This design comes from an exercise in tuning for small area on the open sky130 flow, not from production work.
RTL that was checked went through simulation tests only; none was proved equivalent to the original.
The clock port is modelled as an ideal driver; clocking choices that lean on that would not hold on a real chip.

Setup of the baseline:
Design xgmii_crossbar_n, start of the top module:
module xgmii_crossbar_n #(
  parameter int NUM_PORTS = 4,
  parameter int CNT_W     = 16,
  localparam int IDX_W    = (NUM_PORTS > 2) ? $clog2(NUM_PORTS) : 1
) (
  input  logic                         clk,
  input  logic                         reset,
  input  logic [8*NUM_PORTS-1:0]       eth_in_xgmii_ctrl,
  input  logic [64*NUM_PORTS-1:0]      eth_in_xgmii_data,
  input  logic [IDX_W*NUM_PORTS-1:0]   route_map,
  output logic [8*NUM_PORTS-1:0]       eth_out_xgmii_ctrl,
  output logic [64*NUM_PORTS-1:0]      eth_out_xgmii_data,
  output logic [CNT_W*NUM_PORTS-1:0]   drop_cnt,
  output logic [CNT_W*NUM_PORTS-1:0]   err_cnt,
  output logic [NUM_PORTS-1:0]         fwd_state
);
Size: about 2,100 cells after synthesis, about 440 flip-flops, ~720 I/O pins, about 21,000 um2 of cells after synthesis.
Settings: LEC_CHECK=0, CAP_MARGIN=20, CORE_MARGIN=2, CORE_UTILIZATION=35, PLACE_DENSITY=0.6, SLEW_MARGIN=20; clock period 8.0 ns.
standard.sh (not shown) runs the stock make flow with config.mk's settings and CLKGATE_MAP_FILE= SYNTH_SCRIPT=/design/flow/synth_recipe.tcl, a recipe that flattens the netlist after the stock synthesis.
==> flow/flow/run.sh <==
#!/bin/bash
# The standard layout (standard.sh) with three changes:
#  - synthesis maps logic with an area-oriented ABC script (flow/synth.tcl)
#  - port buffers are plain buf_1 cells
#  - clock tree: larger sink clusters, no dummy loads
set -euo pipefail
export MY_ABC_SCRIPT=$PWD/flow/abc_area.script
bash standard.sh "SYNTH_SCRIPT=$PWD/flow/synth.tcl" \
  "BUFFER_PORTS_ARGS=-buffer_cell sky130_fd_sc_hd__buf_1" \
  "CTS_ARGS=-sink_clustering_enable -repair_clock_nets -dont_use_dummy_load -sink_clustering_size 20 -sink_clustering_max_diameter 150" \
  finish > flow_make.log 2>&1
==> flow/flow/abc_area.script <==
&get -n
&st
&dch
&nf
&put
==> flow/flow/synth.tcl <==
# The standard flow's synthesis script, with ABC run on an area-oriented script
# (flow/abc_area.script) instead of ORFS's speed script. Registers are
# untouched: ABC only maps the combinational logic.
proc synth {args} { yosys synth -nofsm -noshare {*}$args }
proc abc {args} {
  set i [lsearch $args -script]
  if {$i >= 0} { lset args [expr {$i+1}] $::env(MY_ABC_SCRIPT) }
  yosys abc {*}$args
}
source $::env(SCRIPTS_DIR)/synth.tcl
# left out here: clear keep_hierarchy, flatten, clean up, hide names made inside functions, write 1_2_yosys.v
Relative to the baseline, the following input files were edited for the candidate:
Settings: PLACE_DENSITY: 0.6 -> 0.75; CORE_UTILIZATION: 35 -> 60.
diff --git a/flow/flow/run.sh b/flow/flow/run.sh
--- a/flow/flow/run.sh
+++ b/flow/flow/run.sh
@@ -9,3 +9,3 @@
   "BUFFER_PORTS_ARGS=-buffer_cell sky130_fd_sc_hd__buf_1" \
-  "CTS_ARGS=-sink_clustering_enable -repair_clock_nets -dont_use_dummy_load -sink_clustering_size 20 -sink_clustering_max_diameter 150" \
+  "CTS_ARGS=-sink_clustering_enable -repair_clock_nets -dont_use_dummy_load -sink_clustering_size 30 -sink_clustering_max_diameter 100" \
   finish > flow_make.log 2>&1
[summary]
- The candidate never completed; the flow aborted with a tool error in 3_2_place_iop.
- Reported for the candidate and the baseline, register bit count reported by yosys turned out identical to the last digit.
- Total number of placement rows (the candidate over the baseline): decrease, 21
- From the baseline to the candidate the numbers moved as follows: width of the chip decreased about 23%; average size of a mapped cell essentially unchanged; initial core utilization increased 26 points.
- Diff the candidate..the baseline | number of enable-type register cells in the synthesized netlist | unchanged
- Between the baseline and the candidate, the synthesized cell count does not differ in any meaningful way.
- Height of the die (higher): the baseline
Function was not checked in any run of this note: the RTL went through the layout flow alone.

========
Setup of run A:
The RTL this note starts from:
==> flow/design.v <==
module xgmii_crossbar_n #(
  parameter int NUM_PORTS = 4,
  parameter int CNT_W     = 16,
  localparam int IDX_W    = (NUM_PORTS > 2) ? $clog2(NUM_PORTS) : 1
) (
  input  logic                         clk,
  input  logic                         reset,
  input  logic [8*NUM_PORTS-1:0]       eth_in_xgmii_ctrl,
  input  logic [64*NUM_PORTS-1:0]      eth_in_xgmii_data,
  input  logic [IDX_W*NUM_PORTS-1:0]   route_map,
  output logic [8*NUM_PORTS-1:0]       eth_out_xgmii_ctrl,
  output logic [64*NUM_PORTS-1:0]      eth_out_xgmii_data,
  output logic [CNT_W*NUM_PORTS-1:0]   drop_cnt,
  output logic [CNT_W*NUM_PORTS-1:0]   err_cnt,
  output logic [NUM_PORTS-1:0]         fwd_state
);
  logic [NUM_PORTS-1:0] sof, eof;
  for (genvar i = 0; i < NUM_PORTS; i++) begin : g_delim
    logic [7:0] fd;
    for (genvar k = 0; k < 8; k++) begin : g_lane
      assign fd[k] = eth_in_xgmii_ctrl[8*i+k] && (eth_in_xgmii_data[64*i+8*k +: 8] == 8'hFD);
    end
    assign sof[i] = eth_in_xgmii_ctrl[8*i] && (eth_in_xgmii_data[64*i +: 8] == 8'hFB);
    assign eof[i] = |fd;
  end
  logic [8*NUM_PORTS-1:0]  ictrl_q;
  logic [64*NUM_PORTS-1:0] idata_q;
  always_ff @(posedge clk) begin
    ictrl_q <= eth_in_xgmii_ctrl;
    idata_q <= eth_in_xgmii_data;
  end
  logic [2*NUM_PORTS-1:0]     mode_q;
  logic [IDX_W*NUM_PORTS-1:0] last_q;
  logic [NUM_PORTS-1:0]       fwd;
  logic [NUM_PORTS-1:0]       drop_q;
  logic [NUM_PORTS-1:0]       drop_d, abort;
  logic [2*NUM_PORTS-1:0]     mode_d;
  logic [IDX_W*NUM_PORTS-1:0] last_d;
  logic [NUM_PORTS*NUM_PORTS-1:0] mine;    
  xgmii_xbar_ctl u_ctl (
    .sof(sof), .eof(eof), .drop_q(drop_q), .route_map(route_map),
    .mode_q(mode_q), .last_q(last_q),
    .mode_d(mode_d), .last_d(last_d), .drop_d(drop_d), .abort(abort), .mine(mine)
  );
  for (genvar e = 0; e < NUM_PORTS; e++) begin : g_egress
    logic [CNT_W-1:0]     dcnt_q, ecnt_q, dcnt_d, ecnt_d;
    logic [NUM_PORTS-1:0] sel;
    logic                 f_idle, f_err, f_any;
    logic [IDX_W-1:0]     lq;
    assign lq     = last_q[IDX_W*e +: IDX_W];
    assign fwd[e] = mode_q[2*e+1] & mode_q[2*e];
    xgmii_xbar_ecnt #(.W(CNT_W)) u_ecnt (.q(ecnt_q), .inc(abort[e]), .d(ecnt_d));
    xgmii_xbar_dcnt #(.W(CNT_W)) u_dcnt (.q(dcnt_q), .inc(mine[NUM_PORTS*e +: NUM_PORTS]), .d(dcnt_d));
    always_ff @(posedge clk or negedge reset) begin
      if (!reset) begin
        mode_q[2*e +: 2]          <= 2'b00;
        last_q[IDX_W*e +: IDX_W]  <= IDX_W'(NUM_PORTS - 1);
        dcnt_q <= '0;
        ecnt_q <= '0;
      end else begin
        mode_q[2*e +: 2]          <= mode_d[2*e +: 2];
        last_q[IDX_W*e +: IDX_W]  <= last_d[IDX_W*e +: IDX_W];
        dcnt_q <= dcnt_d;
        ecnt_q <= ecnt_d;
      end
    end
    for (genvar i = 0; i < NUM_PORTS; i++) begin : g_sel
      assign sel[i] = mode_q[2*e+1] && (lq == IDX_W'(i));
    end
    assign f_any  = !mode_q[2*e+1];
    assign f_err  = f_any && mode_q[2*e];
    assign f_idle = f_any && !mode_q[2*e];
    logic [7:0]  oc;
    logic [63:0] od;
    xgmii_xbar_omux u_omux (
      .sel(sel), .f_idle(f_idle), .f_err(f_err), .f_any(f_any),
      .ictrl(ictrl_q), .idata(idata_q), .octrl(oc), .odata(od)
    );
    assign eth_out_xgmii_ctrl[8*e +: 8]   = oc;
    assign eth_out_xgmii_data[64*e +: 64] = od;
    assign drop_cnt[CNT_W*e +: CNT_W]     = dcnt_q;
    assign err_cnt[CNT_W*e +: CNT_W]      = ecnt_q;
    assign fwd_state[e] = fwd[e];
  end
  always_ff @(posedge clk or negedge reset) begin
    if (!reset) drop_q <= '0;
    else        drop_q <= drop_d;
  end
endmodule
module xgmii_xbar_omux (
  input  logic [3:0]   sel,
  input  logic         f_idle,
  input  logic         f_err,
  input  logic         f_any,
  input  logic [31:0]  ictrl,
  input  logic [255:0] idata,
  output logic [7:0]   octrl,
  output logic [63:0]  odata
);
  always_comb begin
    octrl = {8{f_any}};
    for (int k = 0; k < 8; k++) begin
      odata[8*k]        = f_idle;
      odata[8*k+1]      = f_any;
      odata[8*k+2]      = f_any;
      odata[8*k+3 +: 5] = {5{f_err}};
    end
    for (int i = 0; i < 4; i++) begin
      octrl = octrl | ({8{sel[i]}} & ictrl[8*i +: 8]);
      odata = odata | ({64{sel[i]}} & idata[64*i +: 64]);
    end
  end
endmodule
module xgmii_xbar_ecnt #(parameter int W = 16) (
  input  logic [W-1:0] q,
  input  logic         inc,
  output logic [W-1:0] d
);
  logic [W:0] t;
  assign t[0] = inc & ~&q;
  for (genvar b = 0; b < W; b++) begin : g_b
    assign d[b]   = q[b] ^ t[b];
    assign t[b+1] = t[b] & q[b];
  end
endmodule
module xgmii_xbar_dcnt #(parameter int W = 16) (
  input  logic [W-1:0] q,
  input  logic [3:0]   inc,
  output logic [W-1:0] d
);
  logic [2:0]   n;
  logic [3:0]   lo;
  logic         full, sat;
  logic [W-3:0] t;
  assign n    = 3'(inc[0]) + 3'(inc[1]) + 3'(inc[2]) + 3'(inc[3]);
  assign lo   = {1'b0, q[2:0]} + {1'b0, n};
  assign full = &q[W-1:3];
  assign sat  = lo[3] & full;
  assign t[0] = lo[3] & ~full;
  for (genvar b = 3; b < W; b++) begin : g_b
    assign d[b] = q[b] ^ t[b-3];
    if (b == 8) assign t[b-2] = t[0] & (&q[8:3]);
    else        assign t[b-2] = t[b-3] & q[b];
  end
  assign d[2:0] = lo[2:0] | {3{sat}};
endmodule
module xgmii_xbar_ctl (
  input  logic [3:0]  sof,
  input  logic [3:0]  eof,
  input  logic [3:0]  drop_q,
  input  logic [7:0]  route_map,
  input  logic [7:0]  mode_q,
  input  logic [7:0]  last_q,
  output logic [7:0]  mode_d,
  output logic [7:0]  last_d,
  output logic [3:0]  drop_d,
  output logic [3:0]  abort,
  output logic [15:0] mine
);
  localparam int NUM_PORTS = 4;
  localparam int IDX_W = 2;
  logic [NUM_PORTS-1:0] fwd, busy, fresh, granted, lost;
  for (genvar e = 0; e < NUM_PORTS; e++) begin : g_fwd
    assign fwd[e] = mode_q[2*e+1] & mode_q[2*e];
  end
  logic [NUM_PORTS-1:0] loh [NUM_PORTS];    
  logic [NUM_PORTS-1:0] roh [NUM_PORTS];    
  for (genvar e = 0; e < NUM_PORTS; e++) begin : g_loh
    for (genvar i = 0; i < NUM_PORTS; i++) begin : g_i
      assign loh[e][i] = (last_q[IDX_W*e +: IDX_W] == IDX_W'(i));
      assign roh[e][i] = (route_map[IDX_W*e +: IDX_W] == IDX_W'(i));
    end
  end
  for (genvar i = 0; i < NUM_PORTS; i++) begin : g_busy
    logic [NUM_PORTS-1:0] hit;
    for (genvar e = 0; e < NUM_PORTS; e++) begin : g_e
      assign hit[e] = fwd[e] & loh[e][i];
    end
    assign busy[i] = |hit;
  end
  assign fresh = sof & ~drop_q;
  logic [NUM_PORTS*NUM_PORTS-1:0] gnt;   
  for (genvar e = 0; e < NUM_PORTS; e++) begin : g_egress
    logic [NUM_PORTS-1:0] req, g, lo;
    logic [IDX_W-1:0]     lq, w;
    logic                 found, sof_l, eof_l, eof_w;
    logic [1:0]           md;
    logic [IDX_W-1:0]     ld;
    assign lq = last_q[IDX_W*e +: IDX_W];
    assign lo = loh[e];
    for (genvar i = 0; i < NUM_PORTS; i++) begin : g_req
      assign req[i] = fresh[i] & ~busy[i] & roh[i][e];
    end
    always_comb begin
      for (int i = 0; i < NUM_PORTS; i++) begin
        g[i] = req[i];
        for (int l = 0; l < NUM_PORTS; l++) begin
          for (int j = 0; j < NUM_PORTS; j++) begin
            if (j != i && ((j - l - 1 + 2*NUM_PORTS) % NUM_PORTS) < ((i - l - 1 + 2*NUM_PORTS) % NUM_PORTS))
              if (lo[l] && req[j]) g[i] = 1'b0;
          end
        end
      end
    end
    assign found = |req;
    assign w     = {g[3] | g[2], g[3] | g[1]};
    assign sof_l = |(lo & sof);
    assign eof_l = |(lo & eof);
    assign eof_w = |(g & eof);
    assign abort[e] = fwd[e] & sof_l;
    for (genvar i = 0; i < NUM_PORTS; i++) begin : g_gnt
      assign gnt[NUM_PORTS*e+i] = g[i] & ~fwd[e];
    end
    always_comb begin
      ld = lq;
      md = 2'b00;
      if (fwd[e]) begin
        if (sof_l) md = 2'b01;
        else       md = {1'b1, !eof_l};
      end else if (found) begin
        ld = w;
        md = {1'b1, !eof_w};
      end
    end
    assign mode_d[2*e +: 2]         = md;
    assign last_d[IDX_W*e +: IDX_W] = ld;
    for (genvar i = 0; i < NUM_PORTS; i++) begin : g_mine
      assign mine[NUM_PORTS*e+i] = lost[i] & roh[i][e];
    end
  end
  for (genvar i = 0; i < NUM_PORTS; i++) begin : g_grant
    logic [NUM_PORTS-1:0] hit;
    for (genvar e = 0; e < NUM_PORTS; e++) begin : g_e
      assign hit[e] = gnt[NUM_PORTS*e+i];
    end
    assign granted[i] = |hit;
  end
  assign lost   = fresh & ~granted;
  assign drop_d = (drop_q | lost) & ~eof;
endmodule
export LEC_CHECK = 0
export CAP_MARGIN = 10
export CELL_PAD_IN_SITES_DETAIL_PLACEMENT = 1
export CORE_MARGIN = 2
export CORE_UTILIZATION = 35
export PLACE_DENSITY = 0.6
export SLEW_MARGIN = 10
create_clock -name core_clock -period 8.0 [get_ports {clk}]
==> flow/flow/run.sh <==
#!/bin/bash
# The standard layout (standard.sh) with these changes:
#  - synthesis keeps the combinational submodules apart while ABC maps them
#    (SYNTH_HIERARCHICAL=1; flow/synth.tcl flattens afterwards, as the standard flow's
#    script does) and maps with an area-oriented ABC script
#  - port buffers are plain buf_1 cells
#  - clock tree: no dummy loads, and the sink clustering is picked per
#    layout: after placement, each candidate below is tried on the placed
#    design (flow/cts_probe.tcl) and the one with the least clock-tree area
#    whose worst flip-flop clock-pin slew stays under 110 ps is used.
set -euo pipefail
export MY_ABC_SCRIPT=$PWD/flow/abc_area.script
COMMON=("SYNTH_SCRIPT=$PWD/flow/synth.tcl" SYNTH_HIERARCHICAL=1
        "BUFFER_PORTS_ARGS=-buffer_cell sky130_fd_sc_hd__buf_1")
CTS_BASE="-sink_clustering_enable -repair_clock_nets -dont_use_dummy_load"
CHOSEN="-sink_clustering_size 20 -sink_clustering_max_diameter 100"

bash standard.sh "${COMMON[@]}" place > flow_place.log 2>&1

export PLATFORM_DIR=$FLOW_HOME/platforms/sky130hd
export PROBE_RESULTS=$PWD/orfs/results/sky130hd/xgmii_crossbar_n/base
T8="-root_buf sky130_fd_sc_hd__clkbuf_8 -tree_buf sky130_fd_sc_hd__clkbuf_8"
best_area=""
n=0
for cand in "-sink_clustering_size 30 -sink_clustering_max_diameter 150" \
            "-sink_clustering_size 25 -sink_clustering_max_diameter 200" \
            "-sink_clustering_size 25 -sink_clustering_max_diameter 150 $T8" \
            "-sink_clustering_size 26 -sink_clustering_max_diameter 150" \
            "-sink_clustering_size 24 -sink_clustering_max_diameter 150" \
            "-sink_clustering_size 24 -sink_clustering_max_diameter 150 $T8" \
            "-sink_clustering_size 22 -sink_clustering_max_diameter 150" \
            "-sink_clustering_size 22 -sink_clustering_max_diameter 150 $T8" \
            "-sink_clustering_size 20 -sink_clustering_max_diameter 150" \
            "-sink_clustering_size 20 -sink_clustering_max_diameter 150 $T8" \
            "-sink_clustering_size 20 -sink_clustering_max_diameter 100"; do
  n=$((n+1))
  res=$(PROBE_CTS_ARGS="$CTS_BASE $cand" openroad -no_init -exit flow/cts_probe.tcl \
          > cts_probe_$n.log 2>&1 && grep '^PROBE_RESULT' cts_probe_$n.log | tail -1) || res=""
  echo "candidate $n: $cand -> ${res:-failed}" >> cts_choice.log
  [[ -z "$res" ]] && continue
  area=$(echo "$res" | awk '{print $2}')
  slew=$(echo "$res" | awk '{print $3}')
  if awk -v s="$slew" 'BEGIN{exit !(s < 110)}'; then
    if [[ -z "$best_area" ]] || awk -v a="$area" -v b="$best_area" 'BEGIN{exit !(a < b)}'; then
      best_area=$area; CHOSEN=$cand
    fi
  fi
done
echo "chosen: $CHOSEN" >> cts_choice.log

bash standard.sh "${COMMON[@]}" "CTS_ARGS=$CTS_BASE $CHOSEN" finish > flow_make.log 2>&1
Scripts as last shown in full above: flow/flow/synth.tcl
Other scripts of this flow, unchanged in this note and not shown: flow/flow/abc_area.script, flow/flow/cts_probe.tcl
Run A reached the final stage; the timing, DRC and antenna checks on its layout passed.
Input-level comparison between run B and run A:
diff --git a/flow/flow/run.sh b/flow/flow/run.sh
--- a/flow/flow/run.sh
+++ b/flow/flow/run.sh
@@ -28 +27,0 @@
-            "-sink_clustering_size 26 -sink_clustering_max_diameter 150" \
@@ -30 +28,0 @@
-            "-sink_clustering_size 24 -sink_clustering_max_diameter 150 $T8" \
diff --git a/flow/config.mk b/flow/config.mk
--- a/flow/config.mk
+++ b/flow/config.mk
@@ -8 +8 @@
-export CAP_MARGIN = 10
+export CAP_MARGIN = 20
@@ -13 +13 @@
-export SLEW_MARGIN = 10
+export SLEW_MARGIN = 20
- Run B vs run A: worst-margin pin slew down in run B
- Comparing reg2reg setup slack for run B and run A, the bigger number came from run B.
- Run B ended up with eth_in_xgmii_data[192] as its start point of the critical path; run A ended up with eth_in_xgmii_data[64].
- Diff run A..run B | clock skew | negligible
- Run B against run A: non-clock buffer instance count of the final layout essentially unchanged; number of well taps essentially unchanged; sequential fraction of total cell area essentially unchanged; final period demand of the worst path increased 120 ps.
- Post-detailed-placement half-perimeter wirelength in run B is about 0.3% above run A.
- Run A -> run B: post-synthesis xor/xnor area fraction delta 0, exact match
Input changes introduced in run C (baseline for comparison: run B):
diff --git a/flow/flow/run.sh b/flow/flow/run.sh
--- a/flow/flow/run.sh
+++ b/flow/flow/run.sh
@@ -10 +10,2 @@
-#    whose worst flip-flop clock-pin slew stays under 110 ps is used.
+#    whose worst flip-flop clock-pin slew stays under 100 ps is used (the
+#    routed layout has shown up to 15 ps more than this estimate).
@@ -27,0 +29 @@
+            "-sink_clustering_size 26 -sink_clustering_max_diameter 150" \
@@ -28,0 +31 @@
+            "-sink_clustering_size 24 -sink_clustering_max_diameter 150 $T8" \
@@ -41 +44 @@
-  if awk -v s="$slew" 'BEGIN{exit !(s < 110)}'; then
+  if awk -v s="$slew" 'BEGIN{exit !(s < 100)}'; then
diff --git a/flow/config.mk b/flow/config.mk
--- a/flow/config.mk
+++ b/flow/config.mk
@@ -8 +8 @@
-export CAP_MARGIN = 20
+export CAP_MARGIN = 10
@@ -13 +13 @@
-export SLEW_MARGIN = 20
+export SLEW_MARGIN = 10
- In the metrics for run B and run C, the one carrying the higher final worst setup slack is run B.
- Run B -> run C: via count of the first global-routing pass increased slightly
- The worst max-slew margin expressed relative to the limit of run C falls short of that of run B by 2.8 points.
- Global-route wire length before repair up 0.50% in run C wrt run B

port drivers added, routing unchanged:
No port has a modelled driver above. Below, the same layouts with a new extraction and two added sets of constraints.
Step 1: set_driving_cell puts a clkbuf_16 on clk and a buf_2 on each other input, an assumption about the parent block.
Step 2, shift: input delay + t, output delay - t, t = (earliest + latest rising clock arrival at the registers) / 2. This alone moves slack from input paths to output paths.
Slacks: no drivers / after step 1 / after step 2; pairs: no drivers / after step 1.
run | shift t [ns] | setup slack, ns | clock arrival spread, ns | slew at the worst register clock pin (ns) | pins driven straight from the clock port
the baseline | 0.633 | 0.247 / 0.277 / -0.356 | 0.032 / 0.032 | 0.10 / 0.10 | 1
run A | 0.718 | 1.301 / 1.329 / 0.611 | 0.079 / 0.078 | 0.11 / 0.11 | 1
run B | 0.609 | 1.178 / 1.209 / 0.601 | 0.078 / 0.079 | 0.12 / 0.12 | 1
run C | 0.643 | 1.173 / 1.207 / 0.564 | 0.060 / 0.060 | 0.10 / 0.10 | 1
With both steps, setup timing fails in the baseline, where it was met with ideal ports. For run A, which loses most, drivers alone change the setup slack by +0.028 ns; drivers and shift together by -0.690 ns.
